Context: an optimization exercise on an open-source flow, tuned for small area. The choices shown serve that exercise and are no tape-out recipe.
Where RTL was checked, it was by simulation tests only, not by an equivalence proof against the original.
Function not checked in runs 5 and 6: the RTL went through the layout flow alone.
Power is estimated from default activity; no workload was simulated.

===== flow/config.mk =====
export PLATFORM = sky130hd
export DESIGN_NAME = chip8_top
export DESIGN_NICKNAME = chip8_top
export VERILOG_FILES = /design/flow/design.v
export SDC_FILE = /design/flow/constraint.sdc
export NUM_CORES = 4
export LEC_CHECK = 0
export ABC_AREA = 1
export CAP_MARGIN = 20
export CORE_MARGIN = 2
export CORE_UTILIZATION = 60
export CTS_CLUSTER_DIAMETER = 100
export CTS_CLUSTER_SIZE = 30
export SLEW_MARGIN = 20

===== flow/constraint.sdc =====
create_clock -name core_clock -period 10.0 [get_ports {clk}]
set_input_delay 2.0000 -clock core_clock [delete_from_list [all_inputs] [get_ports {clk}]]
set_output_delay 2.0000 -clock core_clock [all_outputs]
set_load 0.01 [all_outputs]

===== flow/design.v =====
package chip8_pkg;
  typedef logic [7:0] byte_t;
endpackage
`timescale 1ns/1ps
module chip8_top (
  input  logic        clk,
  input  logic        reset,
  input  logic [7:0]  mem_rdata,
  output logic        mem_read,
  output logic        mem_write,
  output logic [11:0] mem_addr,
  output logic [7:0]  mem_wdata
);
  localparam logic [3:0] S_CLR  = 4'd0;
  localparam logic [3:0] S_F0   = 4'd1;
  localparam logic [3:0] S_F1   = 4'd2;
  localparam logic [3:0] S_EL   = 4'd3;
  localparam logic [3:0] S_EXY  = 4'd4;
  localparam logic [3:0] S_EXX  = 4'd5;
  localparam logic [3:0] S_EXF  = 4'd6;
  localparam logic [3:0] S_SWF  = 4'd7;
  localparam logic [3:0] S_STTW = 4'd8;
  localparam logic [3:0] S_INC  = 4'd9;
  localparam logic [3:0] S_SKP  = 4'd10;
  localparam logic [3:0] S_STH  = 4'd12;
  localparam logic [3:0] S_STT  = 4'd13;
  localparam logic [3:0] S_STU  = 4'd14;
  localparam logic [3:0] S_ST55 = 4'd15;
  logic [3:0]  st, st_n;
  logic [3:0]  rp;
  logic [3:0]  sp, sp_n;
  logic [11:0] pc, pc_n;
  logic [11:0] ireg, i_n;
  logic [7:0]  irh, irh_n;
  logic [7:0]  t, t_n;
  logic [7:0]  vr [16];
  logic [11:0] sr [16];
  logic        vwe;
  logic        push;
  logic        inc;
  logic        sk;
  wire [7:0]  lo   = mem_rdata;
  wire [3:0]  c    = irh[7:4];
  wire [3:0]  x    = irh[3:0];
  wire [3:0]  y    = lo[7:4];
  wire [3:0]  n    = lo[3:0];
  wire [7:0]  head = vr[0];
  wire        atX  = (rp == x);
  wire        atY  = (rp == y);
  wire        at0  = (rp == 4'd0);
  wire        atF  = (rp == 4'd15);
  wire        atSP = (rp == sp);
  logic       za, ia, ib, k100, k10, ck;
  logic       rs, rg, rr, rl;
  logic [7:0] op_a, op_b, p, g, sum, res;
  logic [8:0] cy;
  logic       cout, zero;
  always_comb begin
    za   = 1'b0;
    ia   = 1'b0;
    ib   = 1'b0;
    k100 = 1'b0;
    k10  = 1'b0;
    ck   = 1'b0;
    rs   = 1'b1;
    rg   = 1'b0;
    rr   = 1'b0;
    rl   = 1'b0;
    case (c)
      4'h6: za = 1'b1;
      4'h3, 4'h4, 4'h5, 4'h9: ib = 1'b1;
      4'h8: begin
        case (n)
          4'h0: za = 1'b1;
          4'h1: begin ck = 1'b1; rg = 1'b1; end
          4'h2: begin rs = 1'b0; rg = 1'b1; end
          4'h3: ck = 1'b1;
          4'h5: ib = 1'b1;
          4'h6: begin rs = 1'b0; rr = 1'b1; end
          4'h7: ia = 1'b1;
          4'hE: begin rs = 1'b0; rl = 1'b1; end
          default: ;
        endcase
      end
      default: ;
    endcase
    if (st == S_STH || st == S_STT) begin
      za   = 1'b1;
      ia   = 1'b1;
      k100 = (st == S_STH);
      k10  = (st == S_STT);
    end
    if (st == S_CLR || st == S_EXF) begin
      rs = 1'b0;
      rg = 1'b0;
      rr = 1'b0;
      rl = 1'b0;
    end
  end
  assign op_a = ((head & {8{~za}}) | (k100 ? 8'h64 : 8'h00) | (k10 ? 8'h0A : 8'h00)) ^ {8{ia}};
  assign op_b = t ^ {8{ib}};
  assign p    = op_a ^ op_b;
  assign g    = op_a & op_b;
  assign cy[0] = ia | ib;
  for (genvar k = 0; k < 8; k++) begin : g_carry
    assign cy[k + 1] = ~ck & (g[k] | (p[k] & cy[k]));
  end
  assign sum  = p ^ cy[7:0];
  assign cout = cy[8];
  assign zero = (sum == 8'd0);
  assign res  = (sum & {8{rs}}) | (g & {8{rg}}) | ({1'b0, head[7:1]} & {8{rr}}) |
                ({head[6:0], 1'b0} & {8{rl}}) | {7'd0, (st == S_EXF) & t[0]};
  logic fl, valid8, flagop;
  always_comb begin
    fl     = cout;
    valid8 = 1'b1;
    flagop = 1'b1;
    case (n)
      4'h0, 4'h1, 4'h2, 4'h3: flagop = 1'b0;
      4'h6: fl = head[0];
      4'h7: fl = cout & ~zero;
      4'hE: fl = head[7];
      4'h4, 4'h5: ;
      default: begin valid8 = 1'b0; flagop = 1'b0; end
    endcase
  end
  wire skip = zero ^ (c == 4'h4 || c == 4'h9);
  logic [1:0] bsel;
  logic       oh;
  wire        storing = (st[3:2] == 2'b11);
  wire [3:0]  off4    = storing ? ((st == S_ST55) ? rp : {2'b00, st[1:0]}) : {2'b00, sk, inc};
  wire [11:0] base    = (bsel == 2'd0) ? pc : (bsel == 2'd1) ? ireg : (bsel == 2'd2) ? sr[0] : {x, t};
  wire [11:0] addr    = base + (oh ? {4'd0, head} : {8'd0, off4});
  assign mem_addr  = addr;
  assign mem_wdata = (st == S_ST55) ? head : ((st == S_STU) ? t : {4'd0, rp});
  wire is_ret  = (c == 4'h0) && (x == 4'h0) && (lo == 8'hEE);
  wire is_f1e  = (lo == 8'h1E);
  wire is_f33  = (lo == 8'h33);
  wire is_f55  = (lo == 8'h55);
  wire need_y  = ((c == 4'h5 || c == 4'h9) && n == 4'h0) || (c == 4'h8 && valid8);
  logic is_nop;
  always_comb begin
    case (c)
      4'h0:             is_nop = !is_ret;
      4'h5, 4'h9:       is_nop = (n != 4'h0);
      4'h8:             is_nop = !valid8;
      4'hC, 4'hD, 4'hE: is_nop = 1'b1;
      4'hF:             is_nop = !(is_f1e || is_f33 || is_f55);
      default:          is_nop = 1'b0;
    endcase
  end
  always_comb begin
    st_n  = st;
    pc_n  = pc;
    sp_n  = sp;
    i_n   = ireg;
    t_n   = t;
    irh_n = irh;
    vwe   = 1'b0;
    push  = 1'b0;
    inc   = 1'b0;
    sk    = 1'b0;
    bsel  = storing ? 2'd1 : 2'd0;
    oh    = 1'b0;
    mem_read  = 1'b0;
    mem_write = 1'b0;
    case (st)
      S_CLR: begin
        vwe = 1'b1;
        if (atF)
          st_n = S_F0;
      end
      S_F0: begin
        mem_read = 1'b1;
        st_n     = S_F1;
      end
      S_F1: begin
        mem_read = 1'b1;
        inc      = 1'b1;
        pc_n     = addr;
        irh_n    = lo;
        st_n     = S_EL;
      end
      S_EL: begin
        mem_read = 1'b1;
        t_n      = lo;
        if (is_ret)
          sp_n = sp - 4'd1;
        if (is_nop)
          st_n = S_INC;
        else if (need_y)
          st_n = S_EXY;
        else if (c == 4'hF && is_f55)
          st_n = S_SWF;
        else
          st_n = S_EXX;
      end
      S_EXY: begin
        mem_read = 1'b1;
        if (atY) begin
          t_n  = head;
          st_n = S_EXX;
        end
      end
      S_EXX: begin
        mem_read = 1'b1;
        case (c)
          4'h0: begin
            if (atSP) begin
              bsel = 2'd2;
              inc  = 1'b1;
              pc_n = addr;
              st_n = S_F0;
            end
          end
          4'h1: begin
            bsel = 2'd3;
            pc_n = addr;
            st_n = S_F0;
          end
          4'h2: begin
            if (atSP) begin
              push = 1'b1;
              bsel = 2'd3;
              sp_n = sp + 4'd1;
              pc_n = addr;
              st_n = S_F0;
            end
          end
          4'h3, 4'h4, 4'h5, 4'h9: begin
            if (atX)
              st_n = skip ? S_SKP : S_INC;
          end
          4'h6, 4'h7: begin
            if (atX) begin
              vwe  = 1'b1;
              st_n = S_INC;
            end
          end
          4'h8: begin
            if (atX) begin
              vwe = 1'b1;
              t_n = {t[7:1], fl};
              if (flagop)
                st_n = S_EXF;
              else
                st_n = S_INC;
            end
          end
          4'hA: begin
            bsel = 2'd3;
            i_n  = addr;
            st_n = S_INC;
          end
          4'hB: begin
            if (at0) begin
              bsel = 2'd3;
              oh   = 1'b1;
              pc_n = addr;
              st_n = S_F0;
            end
          end
          default: begin
            if (atX) begin
              if (is_f1e) begin
                bsel = 2'd1;
                oh   = 1'b1;
                i_n  = addr;
                st_n = S_INC;
              end else begin
                t_n  = head;
                st_n = S_SWF;
              end
            end
          end
        endcase
      end
      S_INC, S_SKP: begin
        inc  = 1'b1;
        sk   = (st == S_SKP);
        pc_n = addr;
        st_n = S_F0;
      end
      S_EXF: begin
        mem_read = 1'b1;
        if (atF) begin
          vwe  = 1'b1;
          st_n = S_INC;
        end
      end
      S_SWF: begin
        mem_read = 1'b1;
        if (atF) begin
          inc  = 1'b1;
          pc_n = addr;
          st_n = lo[1] ? S_STH : S_ST55;
        end
      end
      S_ST55: begin
        mem_write = 1'b1;
        if (rp == x)
          st_n = S_F0;
      end
      S_STH, S_STT: begin
        if (cout)
          t_n = sum;
        else begin
          mem_write = 1'b1;
          st_n      = (st == S_STH) ? S_STTW : S_STU;
        end
      end
      S_STTW: begin
        if (atF)
          st_n = S_STT;
      end
      S_STU: begin
        mem_write = 1'b1;
        st_n      = S_F0;
      end
      default: st_n = S_CLR;
    endcase
  end
  always_ff @(posedge clk or posedge reset) begin
    if (reset) begin
      st   <= S_CLR;
      rp   <= 4'd0;
      sp   <= 4'd0;
      pc   <= 12'h200;
      ireg <= 12'd0;
    end else begin
      st   <= st_n;
      rp   <= rp + 4'd1;
      sp   <= sp_n;
      pc   <= pc_n;
      ireg <= i_n;
    end
  end
  always_ff @(posedge clk) begin
    irh <= irh_n;
    t   <= t_n;
    for (int k = 0; k < 15; k++) begin
      vr[k] <= vr[k + 1];
      sr[k] <= sr[k + 1];
    end
    vr[15] <= vwe ? res : vr[0];
    sr[15] <= push ? pc : sr[0];
  end
endmodule

===== flow/flow/run.sh =====
#!/bin/bash
# The standard layout (standard.sh), with two changes:
#  - synthesis maps the logic with an area-oriented ABC script
#    (flow/abc_area.script); registers are mapped before ABC runs, so they
#    keep the standard synthesis's names and cell types
#  - the port buffers are the smallest plain buffer (buf_1)
set -euo pipefail
here=$(pwd)
rm -rf "$here/scripts_local"
cp -r "$FLOW_HOME/scripts" "$here/scripts_local"
cp "$here/flow/abc_area.script" "$here/scripts_local/abc_area.script"
export BUFFER_PORTS_ARGS="-buffer_cell sky130_fd_sc_hd__buf_1"
bash standard.sh SCRIPTS_DIR="$here/scripts_local" finish > "$here/standard.log" 2>&1

===== flow/flow/abc_area.script =====
strash
&get -n
&deepsyn -T 60
&put
dch -f
amap
topo

===== flow/standard.sh =====
#!/bin/bash
# synth_recipe.tcl (not shown) runs the flow's synth.tcl, then flattens the netlist and writes it again
# the make line also repeats each setting of config.mk as NAME=value (left out here)
make -C /OpenROAD-flow-scripts/flow DESIGN_CONFIG=/design/flow/config.mk WORK_HOME=/design/flow/orfs CLKGATE_MAP_FILE= SYNTH_SCRIPT=/design/flow/synth_recipe.tcl "${@:-finish}"

==> results of run 1 <==
==> state kept, by name, indices dropped and copies added, names as in the netlist <==
signal,flops
sr,192
vr,128
ireg,12
pc,12
irh,8
t,8
rp,4
sp,4
st,4
==> layout make-up <==
type	count	area (sq um)	share of cell area
Sequential cell	372	7789	0.6583
Tap cell	229	286.5	0.02422
Inverter	86	322.8	0.02728
Clock buffer	23	426.7	0.03606
Multi-Input combinational cell	439	2755	0.2329
Clock inverter	3	37.54	0.003173
Timing Repair Buffer	44	214.0	0.01808
==> per-layer routing <==
metal | part of all wire | global-route usage
met4 | 0.041 | 0.1020
met2 | 0.47 | 0.4190
met1 | 0.43 | 0.3580
met5 | 0 | 0
met3 | 0.065 | 0.04191
==> logic make-up after synthesis <==
logic type | after synthesis | share of synthesized area
AO/OA/AOI/OAI | 208 | 0.1275
AND/OR/NAND/NOR | 197 | 0.07897
buffers and inverters | 86 | 0.02974
adder cells (fa/ha/maj) | 34 | 0.04611
flip-flops | 372 | 0.7177
==> metrics by stage <==
stage	setup slack, ps	hold WS (ps)
final	461.9	319.2
after global routing	23.49	330.3
after CTS	455.4	321.8
after detailed placement	476.6	312.1
after global placement	609.9	310.8
after floorplan	988.4	309.6
==> synth_stat cells, types with 4 or more instances <==
cell type | instances | area share
a21oi_1 | 40 | 0.018
ha_1 | 24 | 0.028
nor2b_1 | 6 | 0.0035
o221ai_1 | 13 | 0.010
nand4_1 | 6 | 0.0035
nor3_1 | 20 | 0.0092
nand2_1 | 55 | 0.019
o22a_1 | 20 | 0.016
nand3_1 | 8 | 0.0037
clkinv_1 | 86 | 0.030
a211oi_1 | 4 | 0.0028
a31oi_1 | 5 | 0.0029
nand2b_1 | 4 | 0.0023
o22ai_1 | 37 | 0.021
or4_1 | 4 | 0.0028
o221a_1 | 9 | 0.0093
dfxtp_1 | 320 | 0.59
edfxtp_1 | 16 | 0.044
nor2_1 | 84 | 0.029
a221oi_1 | 6 | 0.0048
fa_1 | 10 | 0.018
o21ai_0 | 52 | 0.024
dfrtp_1 | 35 | 0.081
==> final timing paths <==
check	depth (start not counted)	startpoint	end	slack, ps
max in group asynchronous	3	reset	pc[9]$_DFFE_PP1P_	8090
max	28	mem_rdata[1]	mem_write	460
min reg2reg	0	sr[9][7]$_DFF_P_	sr[8][7]$_DFF_P_	320
max reg2reg	25	st[2]$_DFFE_PP0P_	t[5]$_DFFE_PP_	2380
min in group asynchronous	3	reset	st[3]$_DFFE_PP0P_	1530
min	0	sr[9][7]$_DFF_P_	sr[8][7]$_DFF_P_	320
==> power breakdown <==
group | internal [mW] | switching [mW] | leakage, nW
combinational | 0.350 | 0.701 | 1.20
clock | 0.309 | 0.428 | 0.224
sequential | 1.81 | 0.141 | 3.22
==> impl_metrics.json, run 1 <==
{
  "status": "timing/DRC/antenna clean",
  "maxSlewHeadroom": 0.3613,
  "vdd_drop_max_v": 0.0002467,
  "clock_skew_ps": 47.96,
  "die-area_sq_um": 19180,
  "vias": 6952,
  "num-nets-final": 1003,
  "rsz0062_at_grt": "no",
  "ys_types": 43,
  "synth_edf_count": 16,
  "fp.dieH_um": 138.5,
  "path_class": "input pin to output pin",
  "wl_per_cell_um": 20.64,
  "total_power_mw": 3.737,
  "tns_ps": 0,
  "drt_iter0_drc": 611,
  "area_delta_synth_final_pct": 9.015,
  "num-fill-cells": 1261,
  "fin_area_sq_um": 11830,
  "wl_um": 24680,
  "cp_num_buf_inv": 5,
  "slowest_delay_ps": 430,
  "grt_pass1_wl_um": 39110,
  "rows": 49,
  "critPathTopFamily": "adder cells",
  "cts_max_level": 1,
  "io_pins": 32,
  "hold_buffers": 0,
  "cts_tree": "yes",
  "worstSkewPairLatency_ps": 540,
  "grt_pass1_vias": 6997,
  "endpoint_kind": "output pin",
  "setup_viol": 0,
  "ys_seq_area_frac": 0.7177,
  "dp_hpwl_um": 17310,
  "mostFrequentLayoutCell": "dfxtp_1",
  "io_buffer_count": 31,
  "drv_cap": 0,
  "viasPerCell": 5.813,
  "finalCriticalPeriod_ps": 9538,
  "placed_area_sq_um": 11360,
  "grt_max_degree": 37,
  "fmax_mhz": 104.8,
  "cts.clk_slew.worst_paths_ps": 100,
  "arrival_ps": 7540,
  "drc": 0,
  "synth_nets": 941,
  "fp.coreArea_sq_um": 17840,
  "async_reset_ff_frac": 0.09677,
  "root_buffer": "clkbuf_16",
  "fin_util": 0.6632,
  "slowest_stage": "fa_1",
  "slew_violations": 0,
  "final-hold-violation-count": 0,
  "final_cell_mix": "dfxtp_1, clkinv_1, nor2_1",
  "p_leak_nw": 4.638,
  "start_util": 0.6083,
  "antenna_cells": 0,
  "tightest_slew_ps": 954.5,
  "track_usage": 0.2602,
  "die_w_um": 138.5,
  "postCtsSetupRepairBufs": 0,
  "crit_fanout": 12,
  "layout-drive-gt1-share": 0.03619,
  "synth_area_sq_um": 10850,
  "routabilityCongestion": 0.9620,
  "cpMostUsedCell": "fa_1",
  "critical_path.startpoint_type": "input pin",
  "holdCritPathClass": "register to register",
  "numCtsBuffers": 16,
  "fin_cells": 1196,
  "antenna_found_initial": 0,
  "ctsResizeCount": 0,
  "p_per_area_nw_per_um2": 315.8,
  "antenna_left": 0,
  "syn_area_per_cell_sq_um": 12.10,
  "cts_num_sinks": 372,
  "overflow": 0,
  "synth_ff_type": "dfxtp_1",
  "synth_cells": 897,
  "ys_seq_elements": 372,
  "fin_crit_sh": 0.9538,
  "placedCellCount": 1170,
  "yosysWarningCount": 3,
  "ctsLongestPathBuffers": 3,
  "dr.pass1.iters": 5,
  "cp_data_required_time_ps": 8000
}
==> run 2: changes to the inputs <==
--- a/flow/config.mk
+++ b/flow/config.mk
@@ -8,3 +8,3 @@
 export ABC_AREA = 1
-export CAP_MARGIN = 20
+export CAP_MARGIN = 0
 export CORE_MARGIN = 2
@@ -13,2 +13,2 @@
 export CTS_CLUSTER_SIZE = 30
-export SLEW_MARGIN = 20
+export SLEW_MARGIN = 0
==> run 2 against run 1 <==
Against the previous run:
- routed wire length grew 0.89%
- fmax grew 1.2%
- first-iteration DRC count grew 8.5%
- non-clock buffer count shrank 1
- combinational power is essentially flat
- die area is the same
- register-to-register slack gained 70 ps
- power grew 0.60%
- sequential share of layout area is essentially flat
==> impl_metrics.json, run 2 <==
{
  "async_reset_ff_frac": 0.09677,
  "track_usage": 0.2616,
  "status": "timing/DRC/antenna clean",
  "fp.coreArea_sq_um": 17840,
  "critPathTopFamily": "adder cells",
  "dr.pass1.iters": 6,
  "viasPerCell": 5.780,
  "drv_cap": 0,
  "crit_fanout": 4,
  "hold_buffers": 0,
  "postCtsSetupRepairBufs": 0,
  "synth_cells": 897,
  "io_pins": 32,
  "cts_num_sinks": 372,
  "start_util": 0.6083,
  "cp_data_required_time_ps": 8000,
  "synth_most_common_cell": "dfxtp_1",
  "synth_area_sq_um": 10850,
  "cts_tree": "yes",
  "finalCriticalPeriod_ps": 9425,
  "num-fill-cells": 1251,
  "p_leak_nw": 4.638,
  "holdCritPathClass": "register to register",
  "synth_area_leaders": "dfxtp_1, dfrtp_1, edfxtp_1",
  "synth_edf_count": 16,
  "dp_hpwl_um": 17250,
  "cp_num_buf_inv": 4,
  "rows": 49,
  "io_buffer_count": 31,
  "syn_area_per_cell_sq_um": 12.10,
  "slew_violations": 0,
  "endpoint_kind": "output pin",
  "synth_common_cells": "dfxtp_1, clkinv_1, nor2_1, nand2_1, o21ai_0",
  "cpMostUsedCell": "fa_1",
  "ctsLongestPathBuffers": 3,
  "fp.dieH_um": 138.5,
  "drc": 0,
  "fin_crit_sh": 0.9425,
  "ys_seq_area_frac": 0.7177,
  "yosysWarningCount": 3,
  "largestRegisters": "sr: 192 flops, vr: 128 flops",
  "arrival_ps": 7430,
  "worstSkewPairLatency_ps": 510,
  "final-hold-violation-count": 0,
  "root_buffer": "clkbuf_16",
  "slowest_stage": "fa_1",
  "ff2ff_setup_slack_ps": 2450,
  "holdWs_ps": 315.4,
  "tightest_slew_ps": 1235,
  "wl_per_cell_um": 20.82,
  "overflow": 0,
  "ys_types": 43,
  "tns_ps": 0,
  "cts.clk_slew.worst_paths_ps": 120,
  "path_class": "input pin to output pin",
  "slowest_delay_ps": 420,
  "yosysTopAreaCell": "dfxtp_1",
  "area_delta_synth_final_pct": 9.073,
  "die-area_sq_um": 19180,
  "rsz0062_at_grt": "no",
  "antenna_found_initial": 0,
  "routabilityCongestion": 0.9620,
  "num-nets-final": 1002,
  "regMostFlops": "sr",
  "p_per_area_nw_per_um2": 317.6,
  "ys_seq_elements": 372,
  "antenna_cells": 0,
  "synth_nets": 941,
  "grt_pass1_vias": 6998,
  "maxSlewHeadroom": 0.1656,
  "numCtsBuffers": 16,
  "grt_max_degree": 37,
  "final_cell_mix": "dfxtp_1, clkinv_1, nor2_1",
  "mostFrequentLayoutCell": "dfxtp_1",
  "synth.top_cell.area_share": 0.5903,
  "grt_pass1_wl_um": 39260,
  "layout-drive-gt1-share": 0.03619,
  "clock_skew_ps": 20.37,
  "largest_reg_flops": 192,
  "fmax_mhz": 106.1,
  "drt_iter0_drc": 663,
  "cts_max_level": 1,
  "die_w_um": 138.5,
  "wl_um": 24900,
  "vdd_drop_max_v": 0.0002573,
  "antenna_left": 0,
  "vias": 6913,
  "critical_path.startpoint_type": "input pin",
  "synth_ff_type": "dfxtp_1",
  "setup_viol": 0
}
run 2: cell type report:
| type | count | area [sq um] | area share |
|---|---|---|---|
| inverters | 86 | 322.8 | 0.02727 |
| flip-flops and latches | 372 | 7789 | 0.6580 |
| multi-input cells | 439 | 2755 | 0.2327 |
| clock inverters | 2 | 22.52 | 0.001903 |
| repair buffers | 43 | 206.4 | 0.01744 |
| well taps | 229 | 286.5 | 0.02420 |
| clock buffers | 25 | 455.4 | 0.03847 |
run 2: logic make-up after synthesis:
logic type | Yosys count | share of synthesized area
flip-flops | 372 | 0.7177
AO/OA/AOI/OAI | 208 | 0.1275
AND/OR/NAND/NOR | 197 | 0.07897
buffers and inverters | 86 | 0.02974
adder cells (fa/ha/maj) | 34 | 0.04611
run 2: final timing paths:
check                                  startpoint           endpoint  cells past startpoint
worst min-delay path             sr[5][0]$_DFF_P_   sr[4][0]$_DFF_P_                      0
worst min register to register   sr[5][0]$_DFF_P_   sr[4][0]$_DFF_P_                      0
worst max-delay path                 mem_rdata[1]          mem_write                     26
max in group asynchronous                   reset  pc[9]$_DFFE_PP1P_                      3
worst max register to register  st[2]$_DFFE_PP0P_     t[0]$_DFFE_PP_                     27
min in group asynchronous                   reset    rp[3]$_DFF_PP0_                      3
run 2: stage by stage:
stage | power (mW) | util | cell area [sq um] | setup slack [ps] | cells
2_1_floorplan | 2.593 | - | 10850 | 988.4 | 897
3_3_place_gp | 2.969 | 0.6363 | 11350 | 609.9 | 1169
3_5_place_dp | 2.994 | 0.6363 | 11350 | 463.8 | 1169
4_1_cts | 3.757 | 0.6631 | 11830 | 436.9 | 1196
5_1_grt | 3.945 | 0.6635 | 11840 | 127.2 | 1196
6_report | 3.759 | 0.6635 | 11840 | 574.7 | 1196
run 2: what timing repair did:
item | 4_1_cts | 5_1_grt
endpoints found under the hold margin | 0 | 0
resized for setup | 0 | 1
setup endpoints to repair | 0 | 1
run 2: report_power, final:
part           switching, mW  internal (mW)
Sequential             0.144           1.81
Combinational          0.702          0.351
Clock                  0.430          0.325
run 2: per-layer routing:
layer  vias up  part of all wire  GRT usage
li1       3214                 -          -
met1      3309              0.42     0.3596
met2       319              0.47     0.4182
met3        71             0.071    0.04364
met4         0             0.040     0.1069
met5         -                 0          0
run 2: worst reg2reg max path, cell delays in order, from the launching register on:
cell and delay [ps]:
dfrtp_1 420, clkinv_1 210, nor2_1 330, clkinv_1 440, nor2_1 310, clkinv_1 460
nor2_1 520, nor3_1 140, fa_1 370, nor2b_1 150, fa_1 400, nor2b_1 160
fa_1 420, nor2b_1 160, fa_1 400, nor2b_1 150, fa_1 350, nand2b_1 100
fa_1 150, or2_0 130, fa_1 470, nand4_1 110, nor2_1 80, nor2_1 90
a21oi_1 60, o32a_1 310, o221a_1 220, a221oi_1 230
==> run 3: changes to the inputs <==
--- a/flow/config.mk
+++ b/flow/config.mk
@@ -13,2 +13,3 @@
 export CTS_CLUSTER_SIZE = 30
+export GPL_TIMING_DRIVEN = 0
 export SLEW_MARGIN = 0
==> run 3 against run 2 <==
Against the previous run:
- first-iteration DRC count fell by 26%
- highest routed layer unchanged
- worst hold slack gained 1.3 ps
- final cell count decreased by 0.75%
- utilization shrank 0.29 points
- still clean on timing, DRC and antenna
==> impl_metrics.json, run 3 <==
{
  "fp.dieH_um": 138.5,
  "syn_area_per_cell_sq_um": 12.10,
  "fmax_mhz": 103.9,
  "holdCritPathClass": "register to register",
  "ff2ff_setup_slack_ps": 2380,
  "synth_common_cells": "dfxtp_1, clkinv_1, nor2_1, nand2_1, o21ai_0",
  "p_leak_nw": 4.604,
  "largestRegisters": "sr: 192 flops, vr: 128 flops",
  "routabilityCongestion": 0.9331,
  "crit_fanout": 13,
  "placed_area_sq_um": 11270,
  "r2r-end": "t[2]$_DFFE_PP_",
  "grt_pass1_vias": 6854,
  "hold_path_depth": 0,
  "synth_mux_area_frac": 0,
  "status": "timing/DRC/antenna clean",
  "numCtsBuffers": 16,
  "ff2ff_path_depth": 25,
  "grt_max_degree": 37,
  "swShare": 0.3359,
  "worstHoldEndpoint": "sr[1][1]$_DFF_P_",
  "dp_hpwl_um": 16220,
  "slew_violations": 0,
  "finalCriticalPeriod_ps": 9628,
  "drt_iter0_drc": 489,
  "synth_cells": 897,
  "arrival_ps": 7630,
  "power_frac_comb": 0.273,
  "synth_ff_type": "dfxtp_1",
  "overflow": 0,
  "power_frac_seq": 0.526,
  "synth_area_sq_um": 10850,
  "wl_um": 23810,
  "maxSlewHeadroom": 0.07327,
  "ys_seq_area_frac": 0.7177,
  "fin_crit_sh": 0.9628,
  "num-nets-final": 993,
  "synth_edf_count": 16,
  "viasPerCell": 5.778,
  "die-area_sq_um": 19180,
  "ctsLongestPathBuffers": 3,
  "synth_nets": 941,
  "cpMostUsedCell": "fa_1",
  "regMostFlops": "sr",
  "root_buffer": "clkbuf_16",
  "switchingPower_mw": 1.245,
  "antenna_found_initial": 1,
  "slowest_stage": "fa_1",
  "synth_area_leaders": "dfxtp_1, dfrtp_1, edfxtp_1",
  "worstSkewPairLatency_ps": 530,
  "clock_skew_ps": 43.09,
  "dr.pass1.iters": 5,
  "synthAdderAreaFrac": 0.04611,
  "slowest_delay_ps": 430,
  "io_buffer_count": 31,
  "start_util": 0.6083,
  "antenna_left": 0,
  "cp_data_required_time_ps": 8000,
  "synth_top_family_by_area": "compound AO/OA/AOI/OAI gates",
  "drv_cap": 0,
  "critPathTopFamily": "adder cells",
  "num-fill-cells": 1308,
  "p_per_area_nw_per_um2": 314.4,
  "post-place-ws_ps": -688.2,
  "internal_power_mw": 2.461,
  "hold_buffers": 0,
  "cts.clk_slew.worst_paths_ps": 120,
  "wl_per_cell_um": 20.06,
  "path_class": "input pin to output pin",
  "synth_most_common_cell": "dfxtp_1",
  "cts_max_level": 1,
  "yosysWarningCount": 3,
  "fp.coreArea_sq_um": 17840,
  "fin_util": 0.6606,
  "hold_start": "sr[2][1]$_DFF_P_",
  "endpoint_kind": "output pin",
  "yosysTopAreaCell": "dfxtp_1",
  "setup_viol": 0,
  "fin_area_sq_um": 11790,
  "async_reset_ff_frac": 0.09677,
  "vdd_drop_max_v": 0.0002930,
  "synth.top_cell.area_share": 0.5903,
  "synth-compound-area-share": 0.1275,
  "final_cell_mix": "dfxtp_1, clkinv_1, nor2_1",
  "ys_seq_elements": 372,
  "grt_pass1_wl_um": 37930,
  "holdWs_ps": 316.8,
  "vias": 6858,
  "ys_types": 43,
  "reg2reg_from": "st[2]$_DFFE_PP0P_",
  "yosys.area_share.simple": 0.07897,
  "io_pins": 32,
  "largest_reg_flops": 192,
  "cts_tree": "yes",
  "finalWorstSetupSlack_ps": 371.7,
  "final-hold-violation-count": 0,
  "cp_num_buf_inv": 4,
  "rsz0062_at_grt": "no",
  "mostFrequentLayoutCell": "dfxtp_1",
  "track_usage": 0.2504,
  "tns_ps": 0,
  "layout-drive-gt1-share": 0.03344,
  "drc": 0,
  "critical_path.startpoint_type": "input pin",
  "area_delta_synth_final_pct": 8.600,
  "rows": 49,
  "pwr-share-clk": 0.201,
  "synth_xor_area_frac": 0,
  "cts_num_sinks": 372,
  "tightest_slew_ps": 1376,
  "die_w_um": 138.5
}
run 3: layout make-up:
type                       count  area, sq um  share of cell area
sequential                   372         7789              0.6608
multi-input combinational    439         2778              0.2357
clock buffer                  24        430.4             0.03652
inverter                      86        325.3             0.02760
tap                          229        286.5             0.02431
timing repair buffer          34        138.9             0.01178
clock inverter                 2        36.28            0.003079
antenna                        1        2.502           0.0002123
run 3: metal layers:
metal	share of wire	GRT usage	up-vias
met5	0	0	-
met4	0.045	0.09828	0
met3	0.058	0.04053	71
met2	0.45	0.3999	281
met1	0.45	0.3470	3315
li1	-	-	3191
run 3: logic make-up (layout without fill, tap and decap cells):
logic type | after synthesis | in the layout
buffers and inverters | 86 | 146
AND/OR/NAND/NOR | 197 | 197
flip-flops | 372 | 372
other | 0 | 1
adder cells (fa/ha/maj) | 34 | 34
AO/OA/AOI/OAI | 208 | 208
run 3: worst reg2reg max path, delay by kind of cell, from the launching register on:
kind / cells / cell delay (ps)
AND/OR/NAND/NOR: 11 / 2360
adder cells (fa/ha/maj): 8 / 2180
flip-flops: 1 / 440
AO/OA/AOI/OAI: 3 / 1330
buffers and inverters: 3 / 970
run 3: per-stage QoR:
step / power, mW / std cells
after global routing: 3.901 / 1186
after global placement: 2.911 / 1157
after detailed placement: 2.948 / 1159
final: 3.705 / 1187
after CTS: 3.703 / 1185
after floorplan: 2.593 / 897
run 3: what timing repair did:
item / in CTS / in global routing
resized for setup: 5 / 7
buffers inserted: 0 / 1
pin swaps: 0 / 1
endpoints found under the hold margin: 0 / 0
setup endpoints to repair: 1 / 5
run 3: power groups by stage:
stage	registers [mW]	clock network [mW]	logic (mW)
after floorplan	1.91	0	0.679
after global placement	1.97	0	0.941
after detailed placement	1.97	0	0.975
after CTS	1.95	0.755	0.997
after global routing	1.98	0.805	1.12
final	1.95	0.744	1.01
run 3: worst max-delay path by stage:
stage                endpoint    startpoint  slack, ps  cells after the start
CTS                 mem_write  mem_rdata[3]        100                     25
detailed placement  mem_write  mem_rdata[1]       -690                     26
finish              mem_write  mem_rdata[1]        370                     26
floorplan           mem_write  mem_rdata[1]        990                     24
global placement    mem_write  mem_rdata[1]       -710                     26
global route        mem_write  mem_rdata[1]         70                     26
==> run 4: changes to the inputs <==
--- a/flow/config.mk
+++ b/flow/config.mk
@@ -10,3 +10,3 @@
 export CORE_MARGIN = 2
-export CORE_UTILIZATION = 60
+export CORE_UTILIZATION = 55
 export CTS_CLUSTER_DIAMETER = 100
==> run 4 against run 3 <==
Against the previous run:
- synthesized area unchanged
- sequential power about the same
- register-to-register slack worse by 210 ps
- power down 0.17%
- via count down 2.0%
- clock-buffer cell count down 1
- global-route usage down 1.6 points
- non-clock buffer count unchanged
- largest cell class unchanged
==> impl_metrics.json, run 4 <==
{
  "slowest_delay_ps": 580,
  "cts.clk_slew.worst_paths_ps": 100,
  "synth_area_leaders": "dfxtp_1, dfrtp_1, edfxtp_1",
  "area_delta_synth_final_pct": 9.119,
  "dr.pass1.iters": 5,
  "fin_cells": 1222,
  "synth_area_sq_um": 10850,
  "async_reset_ff_frac": 0.09677,
  "critical_path.startpoint_type": "input pin",
  "fin_util": 0.6105,
  "tns_ps": 0,
  "largestRegisters": "sr: 192 flops, vr: 128 flops",
  "reg2reg_from": "st[2]$_DFFE_PP0P_",
  "critPathTopFamily": "adder cells",
  "synth_ff_type": "dfxtp_1",
  "grt_max_degree": 37,
  "crit_fanout": 7,
  "routabilityCongestion": 0.9444,
  "status": "timing/DRC/antenna clean",
  "endpoint_kind": "output pin",
  "path_cells": "buf_2 -> ha_1 -> nand3_1 -> o21ai_1 -> nor2_1 -> fa_1 -> nor2_1 -> fa_1 -> nor2b_1 -> fa_1 -> nor2b_1 -> fa_1 -> nor2b_1 -> fa_1 -> nor2b_1 -> fa_1 -> nand2b_1 -> fa_1 -> or2_0 -> fa_1 -> nor3_2 -> nor2_1 -> buf_1",
  "internal_power_mw": 2.458,
  "ys_types": 43,
  "maxSlewHeadroom": 0.1501,
  "swShare": 0.3354,
  "drc": 0,
  "largest_reg_flops": 192,
  "track_usage": 0.2343,
  "rows": 51,
  "cts_max_level": 1,
  "fin_crit_sh": 0.9559,
  "p_per_area_nw_per_um2": 312.3,
  "placedCellCount": 1194,
  "finalCriticalPeriod_ps": 9559,
  "worstSkewPairLatency_ps": 520,
  "die_w_um": 144.5,
  "vias": 6722,
  "grt_pass1_vias": 6702,
  "cts_tree": "yes",
  "vdd_drop_max_v": 0.0001918,
  "pwr-share-clk": 0.200,
  "switchingPower_mw": 1.241,
  "synth_most_common_cell": "dfxtp_1",
  "yosysWarningCount": 3,
  "mostFrequentLayoutCell": "dfxtp_1",
  "layout-drive-gt1-share": 0.03971,
  "clock_skew_ps": 35.67,
  "wl_per_cell_um": 19.52,
  "drv_cap": 0,
  "finalWorstSetupSlack_ps": 441.4,
  "rsz0062_at_grt": "no",
  "path_class": "input pin to output pin",
  "wl_um": 23850,
  "synth_common_cells": "dfxtp_1, clkinv_1, nor2_1, nand2_1, o21ai_0",
  "p_leak_nw": 4.609,
  "regMostFlops": "sr",
  "fp.coreArea_sq_um": 19400,
  "start_util": 0.5595,
  "antenna_cells": 0,
  "hold_start": "sr[6][7]$_DFF_P_",
  "fin_area_sq_um": 11840,
  "fp.dieH_um": 144.5,
  "holdCritPathClass": "register to register",
  "root_buffer": "clkbuf_16",
  "ys_seq_area_frac": 0.7177,
  "total_power_mw": 3.699,
  "crit_start": "mem_rdata[1]",
  "dp_hpwl_um": 16420,
  "cpMostUsedCell": "fa_1",
  "arrival_ps": 7560,
  "num-nets-final": 993,
  "drt_iter0_drc": 660,
  "placed_area_sq_um": 11310,
  "post-place-ws_ps": -515.4,
  "io_pins": 32,
  "cp_data_required_time_ps": 8000,
  "power_frac_seq": 0.526,
  "yosysTopAreaCell": "dfxtp_1",
  "io_buffer_count": 31,
  "antenna_found_initial": 0,
  "fmax_mhz": 104.6,
  "synth.top_cell.area_share": 0.5903,
  "final-hold-violation-count": 0,
  "ys_seq_elements": 372,
  "power_frac_comb": 0.274,
  "slowest_stage": "o21ai_1",
  "overflow": 0,
  "grt_pass1_wl_um": 37320,
  "cts_num_sinks": 372,
  "setup_viol": 0,
  "die-area_sq_um": 20870,
  "final_cell_mix": "dfxtp_1, clkinv_1, nor2_1",
  "holdWs_ps": 319.3,
  "tightest_slew_ps": 1270,
  "ctsLongestPathBuffers": 3,
  "viasPerCell": 5.501,
  "numCtsBuffers": 16,
  "slew_violations": 0,
  "antenna_left": 0,
  "syn_area_per_cell_sq_um": 12.10,
  "synth_cells": 897,
  "synth_edf_count": 16,
  "cp_num_buf_inv": 2,
  "synth_nets": 941
}
## run 4: per-layer routing
| layer | track usage | share of wire | vias up |
|---|---|---|---|
| met5 | 0 | 0 | - |
| met4 | 0.06592 | 0.024 | 0 |
| met3 | 0.03311 | 0.050 | 43 |
| met2 | 0.3901 | 0.47 | 214 |
| met1 | 0.3221 | 0.45 | 3268 |
| li1 | - | - | 3197 |
## run 4: area by class of cell
type	instances	area, sq um
Clock buffer	23	426.7
Clock inverter	3	37.54
Fill cell	1552	7556
Inverter	86	325.3
Multi-Input combinational cell	439	2789
Sequential cell	372	7789
Tap cell	265	331.6
Timing Repair Buffer	34	143.9
## run 4: final timing paths
| path | slack [ps] | endpoint | cells past startpoint |
|---|---|---|---|
| setup / recovery | 440 | mem_write | 23 |
| hold / removal | 320 | sr[5][7]$_DFF_P_ | 0 |
| setup reg to reg | 2170 | t[4]$_DFFE_PP_ | 25 |
| hold reg to reg | 320 | sr[5][7]$_DFF_P_ | 0 |
| max in group asynchronous | 7880 | pc[5]$_DFFE_PP0P_ | 2 |
| min in group asynchronous | 1590 | sp[3]$_DFFE_PP0P_ | 2 |
## run 4: kinds of logic after synthesis
logic type,Yosys count,synth area share
adder cells (fa/ha/maj),34,0.04611
AND/OR/NAND/NOR,197,0.07897
AO/OA/AOI/OAI,208,0.1275
buffers and inverters,86,0.02974
flip-flops,372,0.7177
## run 4: power by group through the flow
stage                     clock network [mW]  registers [mW]  logic (mW)
after global placement                     0            1.97       0.963
final                                  0.740            1.95        1.01
after detailed placement                   0            1.97       0.983
after CTS                              0.754            1.95       0.996
after floorplan                            0            1.91       0.679
after global routing                   0.810            1.97        1.13
## run 4: what timing repair did
action,CTS,global route
setup buffers,0,2
gates resized for setup,5,11
hold buffers,0,0
endpoints found under the setup margin,1,5
pin swaps,0,1
==> run 5: changes to the inputs <==
--- a/flow/design.v
+++ b/flow/design.v
@@ -13,18 +13,20 @@
 );
-  localparam logic [3:0] S_CLR  = 4'd0;
-  localparam logic [3:0] S_F0   = 4'd1;
-  localparam logic [3:0] S_F1   = 4'd2;
-  localparam logic [3:0] S_EL   = 4'd3;
-  localparam logic [3:0] S_EXY  = 4'd4;
-  localparam logic [3:0] S_EXX  = 4'd5;
-  localparam logic [3:0] S_EXF  = 4'd6;
-  localparam logic [3:0] S_SWF  = 4'd7;
-  localparam logic [3:0] S_STTW = 4'd8;
-  localparam logic [3:0] S_INC  = 4'd9;
-  localparam logic [3:0] S_SKP  = 4'd10;
-  localparam logic [3:0] S_STH  = 4'd12;
-  localparam logic [3:0] S_STT  = 4'd13;
-  localparam logic [3:0] S_STU  = 4'd14;
-  localparam logic [3:0] S_ST55 = 4'd15;
-  logic [3:0]  st, st_n;
+  localparam logic [4:0] S_CLR   = 5'd0;
+  localparam logic [4:0] S_F0    = 5'd1;
+  localparam logic [4:0] S_F1    = 5'd2;
+  localparam logic [4:0] S_EL    = 5'd3;
+  localparam logic [4:0] S_EXY   = 5'd4;
+  localparam logic [4:0] S_EXX   = 5'd5;
+  localparam logic [4:0] S_EXF   = 5'd6;
+  localparam logic [4:0] S_SWF   = 5'd7;
+  localparam logic [4:0] S_STTW  = 5'd8;
+  localparam logic [4:0] S_INC   = 5'd9;
+  localparam logic [4:0] S_SKP   = 5'd10;
+  localparam logic [4:0] S_STH   = 5'd11;
+  localparam logic [4:0] S_STT   = 5'd12;
+  localparam logic [4:0] S_WRH   = 5'd28;
+  localparam logic [4:0] S_WRT   = 5'd29;
+  localparam logic [4:0] S_WRU   = 5'd30;
+  localparam logic [4:0] S_ST55  = 5'd31;
+  logic [4:0]  st, st_n;
   logic [3:0]  rp;
@@ -52,7 +54,9 @@
   wire        atSP = (rp == sp);
+  wire        storing = (st[4:2] == 3'b111);
+  wire alu_cls = (c == 4'h3) || (c == 4'h4) || (c == 4'h5) || (c == 4'h9) ||
+                 (c == 4'h6) || (c == 4'h7) || (c == 4'h8);
+  wire bcd_sub = (st == S_STH) || (st == S_STT);
+  wire alu_on  = ((st == S_EXX) && atX && alu_cls) || bcd_sub;
   logic       za, ia, ib, k100, k10, ck;
   logic       rs, rg, rr, rl;
-  logic [7:0] op_a, op_b, p, g, sum, res;
-  logic [8:0] cy;
-  logic       cout, zero;
   always_comb begin
@@ -86,5 +90,7 @@
     endcase
-    if (st == S_STH || st == S_STT) begin
+    if (bcd_sub) begin
       za   = 1'b1;
       ia   = 1'b1;
+      ib   = 1'b0;
+      ck   = 1'b0;
       k100 = (st == S_STH);
@@ -92,2 +98,8 @@
     end
+    if (!alu_on) begin
+      za = 1'b0;
+      ia = 1'b0;
+      ib = 1'b0;
+      ck = 1'b0;
+    end
     if (st == S_CLR || st == S_EXF) begin
@@ -99,15 +111,30 @@
   end
-  assign op_a = ((head & {8{~za}}) | (k100 ? 8'h64 : 8'h00) | (k10 ? 8'h0A : 8'h00)) ^ {8{ia}};
-  assign op_b = t ^ {8{ib}};
-  assign p    = op_a ^ op_b;
-  assign g    = op_a & op_b;
+  logic [1:0]  bsel;
+  logic        oh;
+  wire [3:0]   off4 = storing ? ((&st[1:0]) ? rp : {2'b00, st[1:0]}) : {2'b00, sk, inc};
+  wire [11:0]  base = (bsel == 2'd0) ? pc : (bsel == 2'd1) ? ireg : (bsel == 2'd2) ? sr[0] : {x, t};
+  wire [7:0]   hs   = ((head & {8{~za}}) | (k100 ? 8'h64 : 8'h00) | (k10 ? 8'h0A : 8'h00)) ^ {8{ia}};
+  wire [11:0]  xo   = {base[11:8], base[7:0] ^ {8{ib}}};
+  wire [11:0]  yo   = oh ? {4'd0, hs} : {8'd0, off4};
+  wire [11:0]  p    = xo ^ yo;
+  wire [11:0]  g    = xo & yo;
+  logic [12:0] cy;
   assign cy[0] = ia | ib;
-  for (genvar k = 0; k < 8; k++) begin : g_carry
-    assign cy[k + 1] = ~ck & (g[k] | (p[k] & cy[k]));
+  for (genvar k = 0; k < 12; k++) begin : g_carry
+    if (k < 8) begin : g_lo
+      assign cy[k + 1] = ~ck & (g[k] | (p[k] & cy[k]));
+    end else begin : g_hi
+      assign cy[k + 1] = g[k] | (p[k] & cy[k]);
+    end
   end
-  assign sum  = p ^ cy[7:0];
-  assign cout = cy[8];
-  assign zero = (sum == 8'd0);
-  assign res  = (sum & {8{rs}}) | (g & {8{rg}}) | ({1'b0, head[7:1]} & {8{rr}}) |
-                ({head[6:0], 1'b0} & {8{rl}}) | {7'd0, (st == S_EXF) & t[0]};
+  wire [11:0] addr = p ^ cy[11:0];
+  wire [7:0]  sum  = addr[7:0];
+  wire        cout = cy[8];
+  wire        zero = (sum == 8'd0);
+  wire [7:0]  res  = (sum & {8{rs}}) | (g[7:0] & {8{rg}}) | ({1'b0, head[7:1]} & {8{rr}}) |
+                     ({head[6:0], 1'b0} & {8{rl}}) | {7'd0, (st == S_EXF) & t[0]};
+  assign mem_addr  = addr;
+  assign mem_wdata = (st == S_ST55) ? head : ((st == S_WRU) ? t : {4'd0, rp});
+  assign mem_read  = (st != S_CLR) && !storing;
+  assign mem_write = storing;
   logic fl, valid8, flagop;
@@ -127,10 +154,2 @@
   wire skip = zero ^ (c == 4'h4 || c == 4'h9);
-  logic [1:0] bsel;
-  logic       oh;
-  wire        storing = (st[3:2] == 2'b11);
-  wire [3:0]  off4    = storing ? ((st == S_ST55) ? rp : {2'b00, st[1:0]}) : {2'b00, sk, inc};
-  wire [11:0] base    = (bsel == 2'd0) ? pc : (bsel == 2'd1) ? ireg : (bsel == 2'd2) ? sr[0] : {x, t};
-  wire [11:0] addr    = base + (oh ? {4'd0, head} : {8'd0, off4});
-  assign mem_addr  = addr;
-  assign mem_wdata = (st == S_ST55) ? head : ((st == S_STU) ? t : {4'd0, rp});
   wire is_ret  = (c == 4'h0) && (x == 4'h0) && (lo == 8'hEE);
@@ -164,4 +183,6 @@
     oh    = 1'b0;
-    mem_read  = 1'b0;
-    mem_write = 1'b0;
+    if (alu_on) begin
+      bsel = 2'd3;
+      oh   = 1'b1;
+    end
     case (st)
@@ -173,15 +194,12 @@
       S_F0: begin
-        mem_read = 1'b1;
-        st_n     = S_F1;
+        st_n = S_F1;
       end
       S_F1: begin
-        mem_read = 1'b1;
-        inc      = 1'b1;
-        pc_n     = addr;
-        irh_n    = lo;
-        st_n     = S_EL;
+        inc   = 1'b1;
+        pc_n  = addr;
+        irh_n = lo;
+        st_n  = S_EL;
       end
       S_EL: begin
-        mem_read = 1'b1;
-        t_n      = lo;
+        t_n = lo;
         if (is_ret)
@@ -198,3 +216,2 @@
       S_EXY: begin
-        mem_read = 1'b1;
         if (atY) begin
@@ -205,3 +222,2 @@
       S_EXX: begin
-        mem_read = 1'b1;
         case (c)
@@ -243,6 +259,3 @@
               t_n = {t[7:1], fl};
-              if (flagop)
-                st_n = S_EXF;
-              else
-                st_n = S_INC;
+              st_n = flagop ? S_EXF : S_INC;
             end
@@ -284,3 +297,2 @@
       S_EXF: begin
-        mem_read = 1'b1;
         if (atF) begin
@@ -291,4 +303,3 @@
       S_SWF: begin
-        mem_read = 1'b1;
-        if (atF) begin
+        if (rp == {3'b111, ~lo[1]}) begin
           inc  = 1'b1;
@@ -299,3 +310,2 @@
       S_ST55: begin
-        mem_write = 1'b1;
         if (rp == x)
@@ -306,15 +316,12 @@
           t_n = sum;
-        else begin
-          mem_write = 1'b1;
-          st_n      = (st == S_STH) ? S_STTW : S_STU;
-        end
+        else
+          st_n = (st == S_STH) ? S_WRH : S_WRT;
       end
+      S_WRH: st_n = S_STTW;
       S_STTW: begin
-        if (atF)
+        if (rp == 4'd14)
           st_n = S_STT;
       end
-      S_STU: begin
-        mem_write = 1'b1;
-        st_n      = S_F0;
-      end
+      S_WRT: st_n = S_WRU;
+      S_WRU: st_n = S_F0;
       default: st_n = S_CLR;
--- a/flow/config.mk
+++ b/flow/config.mk
@@ -8,8 +8,7 @@
 export ABC_AREA = 1
-export CAP_MARGIN = 0
+export CAP_MARGIN = 20
 export CORE_MARGIN = 2
-export CORE_UTILIZATION = 55
+export CORE_UTILIZATION = 60
 export CTS_CLUSTER_DIAMETER = 100
 export CTS_CLUSTER_SIZE = 30
-export GPL_TIMING_DRIVEN = 0
-export SLEW_MARGIN = 0
+export SLEW_MARGIN = 20
==> run 5 against run 4 <==
Against the previous run:
- worst hold slack better by 13 ps
- critical path depth is 15 higher
- clock-buffer cell count up 2
- still clean on timing, DRC and antenna
- routed wire length rose by 16%
- setup slack worse by 150 ps
- synthesized cell count shrank 2.5%
- sequential power is 8% lower
- sequential share of layout area shrank 2.8 points
- clock power is 1% higher
- non-clock buffer count up 72
==> impl_metrics.json, run 5 <==
{
  "synth-compound-area-share": 0.1239,
  "wl_per_cell_um": 22.54,
  "synth_most_common_cell": "dfxtp_1",
  "final_cell_mix": "dfxtp_1, clkinv_1, nor2_1",
  "cp_data_required_time_ps": 8000,
  "ctsLongestPathBuffers": 3,
  "p_leak_nw": 4.812,
  "yosysWarningCount": 3,
  "cts_tree": "yes",
  "slew_violations": 0,
  "cpMostUsedCell": "fa_2",
  "hold_buffers": 0,
  "synth_edf_count": 16,
  "fin_crit_sh": 0.9704,
  "fmax_mhz": 103.0,
  "numCtsBuffers": 16,
  "mostFrequentLayoutCell": "dfxtp_1",
  "cts_num_sinks": 373,
  "regMostFlops": "sr",
  "drv_cap": 0,
  "slowest_delay_ps": 380,
  "power_frac_comb": 0.308,
  "holdCritPathClass": "register to register",
  "routabilityCongestion": 0.9857,
  "largest_reg_flops": 192,
  "synth_cells": 875,
  "root_buffer": "clkbuf_16",
  "arrival_ps": 7700,
  "clock_skew_ps": 12.80,
  "synth_top_family_by_area": "compound AO/OA/AOI/OAI gates",
  "ys_seq_elements": 373,
  "rows": 48,
  "status": "timing/DRC/antenna clean",
  "ys_types": 38,
  "finalCriticalPeriod_ps": 9704,
  "viasPerCell": 5.817,
  "setup_viol": 0,
  "tightest_slew_ps": 958.2,
  "synth_mux_area_frac": 0,
  "synth.top_cell.area_share": 0.5978,
  "largestRegisters": "sr: 192 flops, vr: 128 flops",
  "fin_cells": 1232,
  "antenna_found_initial": 0,
  "die_w_um": 137.6,
  "synth_nets": 914,
  "power_frac_seq": 0.488,
  "io_buffer_count": 31,
  "num-nets-final": 1038,
  "ys_seq_area_frac": 0.7291,
  "track_usage": 0.3033,
  "endpoint_kind": "output pin",
  "die-area_sq_um": 18950,
  "wl_um": 27770,
  "dr.pass1.iters": 8,
  "vias": 7166,
  "antenna_cells": 0,
  "drt_iter0_drc": 960,
  "worstSkewPairLatency_ps": 510,
  "synthAdderAreaFrac": 0.04016,
  "crit_fanout": 9,
  "antenna_left": 0,
  "fin_util": 0.7145,
  "cts.clk_slew.worst_paths_ps": 110,
  "ff2ff_path_depth": 34,
  "synth_xor_area_frac": 0,
  "grt_pass1_wl_um": 42010,
  "swShare": 0.3345,
  "grt_pass1_vias": 7098,
  "cts_max_level": 1,
  "syn_area_per_cell_sq_um": 12.25,
  "p_per_area_nw_per_um2": 296.3,
  "placedCellCount": 1196,
  "layout-drive-gt1-share": 0.1400,
  "yosys.area_share.simple": 0.07496,
  "maxSlewHeadroom": 0.3588,
  "start_util": 0.6174,
  "yosysTopAreaCell": "dfxtp_1",
  "grt_max_degree": 38,
  "path_class": "input pin to output pin",
  "drc": 0,
  "holdWs_ps": 331.8,
  "critical_path.startpoint_type": "input pin",
  "post-place-ws_ps": -527.8,
  "dp_hpwl_um": 20270,
  "switchingPower_mw": 1.229,
  "overflow": 0,
  "fp.dieH_um": 137.6,
  "synth_ff_type": "dfxtp_1",
  "vdd_drop_max_v": 0.0002206,
  "async_reset_ff_frac": 0.09920,
  "internal_power_mw": 2.445,
  "synth_common_cells": "dfxtp_1, clkinv_1, nor2_1, nand2_1, o21ai_0",
  "fp.coreArea_sq_um": 17360,
  "area_delta_synth_final_pct": 15.71,
  "final-hold-violation-count": 0,
  "slowest_stage": "fa_2",
  "finalWorstSetupSlack_ps": 295.7,
  "synth_area_sq_um": 10720,
  "pwr-share-clk": 0.204,
  "hold_path_depth": 0,
  "synth_area_leaders": "dfxtp_1, dfrtp_1, edfxtp_1",
  "total_power_mw": 3.674,
  "io_pins": 32
}
[run 5: cell count changes after synthesis, moves of 6 or more]
cell and delta:
a21oi_1 -7, o221ai_1 +11, o21ai_0 -14, o221a_1 -9, nor3_1 -8, o22ai_1 -6
[run 5: per-stage QoR]
step,setup TNS (ps),cell area (sq um)
after floorplan,0,10750
after global placement,-402.9,11640
after detailed placement,-987.1,11640
after CTS,0,12310
after global routing,-2.534,12400
final,0,12400
[run 5: routing by layer]
metal  global-route usage  wire, um  up-vias
met1               0.4115     11710     3413
li1                     -         -     3272
met3              0.04967      2129       90
met5                    0         0        -
met2               0.4917     12790      391
met4               0.1151      1140        0
[run 5: cell type report]
| cell class | instances | area, sq um |
|---|---|---|
| fillers | 1157 | 4956 |
| clock inverters | 1 | 16.27 |
| well taps | 225 | 281.5 |
| inverters | 91 | 345.3 |
| repair buffers | 106 | 689.4 |
| clock buffers | 25 | 455.4 |
| multi-input cells | 411 | 2799 |
| flip-flops and latches | 373 | 7814 |
[run 5: final timing paths]
path	startpoint	slack [ps]	to
setup / recovery	mem_rdata[0]	300	mem_addr[11]
hold / removal	sr[3][8]$_DFF_P_	330	sr[2][8]$_DFF_P_
setup reg to reg	rp[3]$_DFF_PP0_	2160	st[1]$_DFFE_PP0P_
hold reg to reg	sr[3][8]$_DFF_P_	330	sr[2][8]$_DFF_P_
max in group asynchronous	reset	8030	pc[9]$_DFFE_PP1P_
min in group asynchronous	reset	1570	st[0]$_DFFE_PP0P_
[run 5: critical path: cells and delay by family]
family	cells	cell delay [ps]
adder cells (fa/ha/maj)	11	2420
AND/OR/NAND/NOR	16	2200
buffers and inverters	7	630
AO/OA/AOI/OAI	4	450
[run 5: repair_timing]
item	in CTS	in global routing
pin swaps	17	23
setup buffers	5	5
endpoints found under the setup margin	4	3
gates resized for setup	46	16
[run 5: cell families after synthesis]
family	count (synthesis)
compound gates	195
simple gates	187
flops	373
buf+inv	91
fa+ha+maj	29
[run 5: power groups by stage]
stage | Sequential, mW | Combinational, mW | Clock (mW)
finish | 1.79 | 1.13 | 0.751
CTS | 1.79 | 1.08 | 0.760
global route | 1.81 | 1.22 | 0.804
detailed placement | 1.82 | 0.974 | 0
global placement | 1.81 | 0.954 | 0
floorplan | 1.77 | 0.602 | 0
==> run 6: changes to the inputs <==
--- a/flow/config.mk
+++ b/flow/config.mk
@@ -10,3 +10,3 @@
 export CORE_MARGIN = 2
-export CORE_UTILIZATION = 60
+export CORE_UTILIZATION = 55
 export CTS_CLUSTER_DIAMETER = 100
==> run 6 against run 5 <==
Against the previous run:
- fmax decreased by 1.7%
- sequential power about the same
- critical path depth increased by 2
- via count increased by 2.7%
- power increased by 2.1%
- global-route usage decreased by 2.9 points
- utilization decreased by 4.8 points
- synthesized area unchanged
- register-to-register slack got worse by 770 ps
- routed wire length increased by 0.13%
- clock power increased by 4.4%
==> impl_metrics.json, run 6 <==
{
  "status": "timing/DRC/antenna clean",
  "synth_nets": 914,
  "highest_layer": "met4",
  "ctsLongestPathBuffers": 3,
  "critical_path.startpoint_type": "input pin",
  "fp.dieH_um": 143.6,
  "grt_pass1_vias": 7296,
  "layout-drive-gt1-share": 0.1789,
  "track_usage": 0.2743,
  "regMostFlops": "sr",
  "num-fill-cells": 1437,
  "fin_util": 0.6663,
  "num-nets-final": 1077,
  "area_delta_synth_final_pct": 19.81,
  "rsz0062_at_grt": "yes",
  "antenna_cells": 0,
  "synth_most_common_cell": "dfxtp_1",
  "synth_edf_count": 16,
  "synth_common_cells": "dfxtp_1, clkinv_1, nor2_1, nand2_1, o21ai_0",
  "vdd_drop_max_v": 0.0001898,
  "fmax_mhz": 101.3,
  "syn_area_per_cell_sq_um": 12.25,
  "met2_length_um": 12610,
  "cts_num_sinks": 373,
  "mostFrequentLayoutCell": "dfxtp_1",
  "largest_reg_flops": 192,
  "viasPerCell": 5.620,
  "die-area_sq_um": 20620,
  "ys_seq_elements": 373,
  "async_reset_ff_frac": 0.09920,
  "synth_ff_type": "dfxtp_1",
  "wl_met3_um": 2260,
  "dr.pass1.iters": 6,
  "placed_area_sq_um": 11750,
  "setup_viol": 0,
  "cpMostUsedCell": "buf_4",
  "synth_area_leaders": "dfxtp_1, dfrtp_1, edfxtp_1",
  "synth_area_sq_um": 10720,
  "cts.clk_slew.worst_paths_ps": 120,
  "multiInputGateArea_sq_um": 2840,
  "fp.coreArea_sq_um": 19270,
  "path_class": "input pin to output pin",
  "dp_hpwl_um": 20030,
  "ys_seq_area_frac": 0.7291,
  "antenna_left": 0,
  "crit_fanout": 2,
  "yosysTopAreaCell": "dfxtp_1",
  "io_pins": 32,
  "p_leak_nw": 5.038,
  "synth_cells": 875,
  "grt_max_degree": 38,
  "drc": 0,
  "wl_um": 27800,
  "final_cell_mix": "dfxtp_1, buf_4, clkinv_1",
  "start_util": 0.5561,
  "wl_per_cell_um": 21.22,
  "slew_violations": 0,
  "io_buffer_count": 31,
  "clock_skew_ps": 37.03,
  "holdWs_ps": 315.9,
  "yosysWarningCount": 3,
  "vias": 7362,
  "tightest_slew_ps": 1020,
  "worstSkewPairLatency_ps": 530,
  "maxSlewHeadroom": 0.3129,
  "slowest_stage": "fa_2",
  "total_power_mw": 3.751,
  "cp_data_required_time_ps": 8000,
  "die_w_um": 143.6,
  "rows": 51,
  "drv_cap": 0,
  "cts_max_level": 1,
  "register_area_sq_um": 7814,
  "finalCriticalPeriod_ps": 9867,
  "p_per_area_nw_per_um2": 292.1,
  "root_buffer": "clkbuf_16",
  "endpoint_kind": "output pin",
  "fin_area_sq_um": 12840,
  "antenna_found_initial": 0,
  "largestRegisters": "sr: 192 flops, vr: 128 flops",
  "arrival_ps": 7870,
  "overflow": 0,
  "grt_pass1_wl_um": 42150,
  "synth.top_cell.area_share": 0.5978,
  "slowest_delay_ps": 400,
  "fin_crit_sh": 0.9867,
  "final-hold-violation-count": 0,
  "routabilityCongestion": 0.9610,
  "wl_met1_um": 11750,
  "cts_tree": "yes",
  "holdCritPathClass": "register to register",
  "numCtsBuffers": 16,
  "ys_types": 38,
  "drt_iter0_drc": 738
}
-- run 6: cell counts after synthesis --
Identical to the previous run, type by type.
-- run 6: worst max-delay path, delay by kind of cell --
family                     cells  cell delay, ps
buffers and inverters         19            2170
AOI/OAI and AO/OA              4             490
adders and majority gates      8            2300
and+or+nand+nor                9             890
-- run 6: worst paths after layout --
check / startpoint / endpoint / slack, ps / cells past startpoint
worst max-delay path: mem_rdata[3] / mem_addr[11] / 130 / 40
worst min-delay path: sr[2][2]$_DFF_P_ / sr[1][2]$_DFF_P_ / 320 / 0
worst max register to register: irh[7]$_DFFE_PP_ / st[2]$_DFFE_PP0P_ / 1390 / 41
worst min register to register: sr[2][2]$_DFF_P_ / sr[1][2]$_DFF_P_ / 320 / 0
max in group asynchronous: reset / pc[9]$_DFFE_PP1P_ / 8020 / 3
min in group asynchronous: reset / rp[1]$_DFF_PP0_ / 1550 / 3
-- run 6: cell families after synthesis --
kind of cell / Yosys count / share of synthesized area
flops: 373 / 0.7291
buf+inv: 91 / 0.03187
compound gates: 195 / 0.1239
fa+ha+maj: 29 / 0.04016
simple gates: 187 / 0.07496
-- run 6: report_power, final --
part           internal (mW)  total [mW]  switching, mW
Clock                  0.347       0.784          0.437
Combinational          0.473        1.18          0.708
Sequential              1.69        1.79         0.0978
-- run 6: repair_timing --
action	4_1_cts	5_1_grt
hold endpoints to repair	0	0
setup buffers	35	7
setup endpoints to repair	4	4
resized for setup	48	35
pin swaps	21	22
hold buffers	0	0
-- run 6: through the flow --
stage	worst slack, ps	setup TNS, ps	std cells
CTS	20.36	0	1304
floorplan	8.471	0	875
finish	132.5	0	1310
global placement	-300.5	-414.7	1244
global route	-65.35	-65.35	1310
detailed placement	-556.8	-1216	1244
-- run 6: area by class of cell --
| class | count | share of cell area |
|---|---|---|
| multi-input combinational | 411 | 0.2212 |
| tap | 265 | 0.02582 |
| clock inverter | 2 | 0.003606 |
| clock buffer | 23 | 0.03489 |
| inverter | 91 | 0.02758 |
| sequential | 373 | 0.6086 |
| timing repair buffer | 145 | 0.07835 |
-- run 6: metal layers --
metal | up-vias | GRT usage
met2 | 353 | 0.4351
met5 | - | 0
met3 | 96 | 0.05665
met4 | 0 | 0.1063
met1 | 3570 | 0.3725
li1 | 3343 | -

==> separate check: timing with driven ports <==
No port has a modelled driver above. Below, the same layouts with a new extraction and two added sets of constraints.
Step 1, drivers: a clkbuf_16 drives clk and a buf_2 each remaining input, both assumed.
Step 2 moves the port delays by t, midway between the first and last clock arrival at a register: inputs arrive t later, outputs are due t later. That takes back most of the time a late clock gives input paths.
Three values: ideal, step 1, step 2; two values: the first two.
| run | shift t [ns] | setup slack, ns | worst hold slack (ns) |
|---|---|---|---|
| run 1 | 0.565 | 0.462 / 0.408 / 0.408 | 0.319 / 0.319 / 0.319 |
| run 2 | 0.552 | 0.575 / 0.520 / 0.520 | 0.315 / 0.315 / 0.315 |
| run 3 | 0.554 | 0.372 / 0.289 / 0.289 | 0.317 / 0.317 / 0.317 |
| run 4 | 0.553 | 0.441 / 0.404 / 0.404 | 0.319 / 0.319 / 0.319 |
| run 5 | 0.554 | 0.296 / 0.271 / 0.271 | 0.332 / 0.332 / 0.332 |
| run 6 | 0.562 | 0.133 / 0.095 / 0.095 | 0.316 / 0.316 / 0.316 |
After both steps setup and hold are still met in every run listed. For run 3, which loses most, drivers alone change the setup slack by -0.083 ns; drivers and shift together by -0.083 ns.
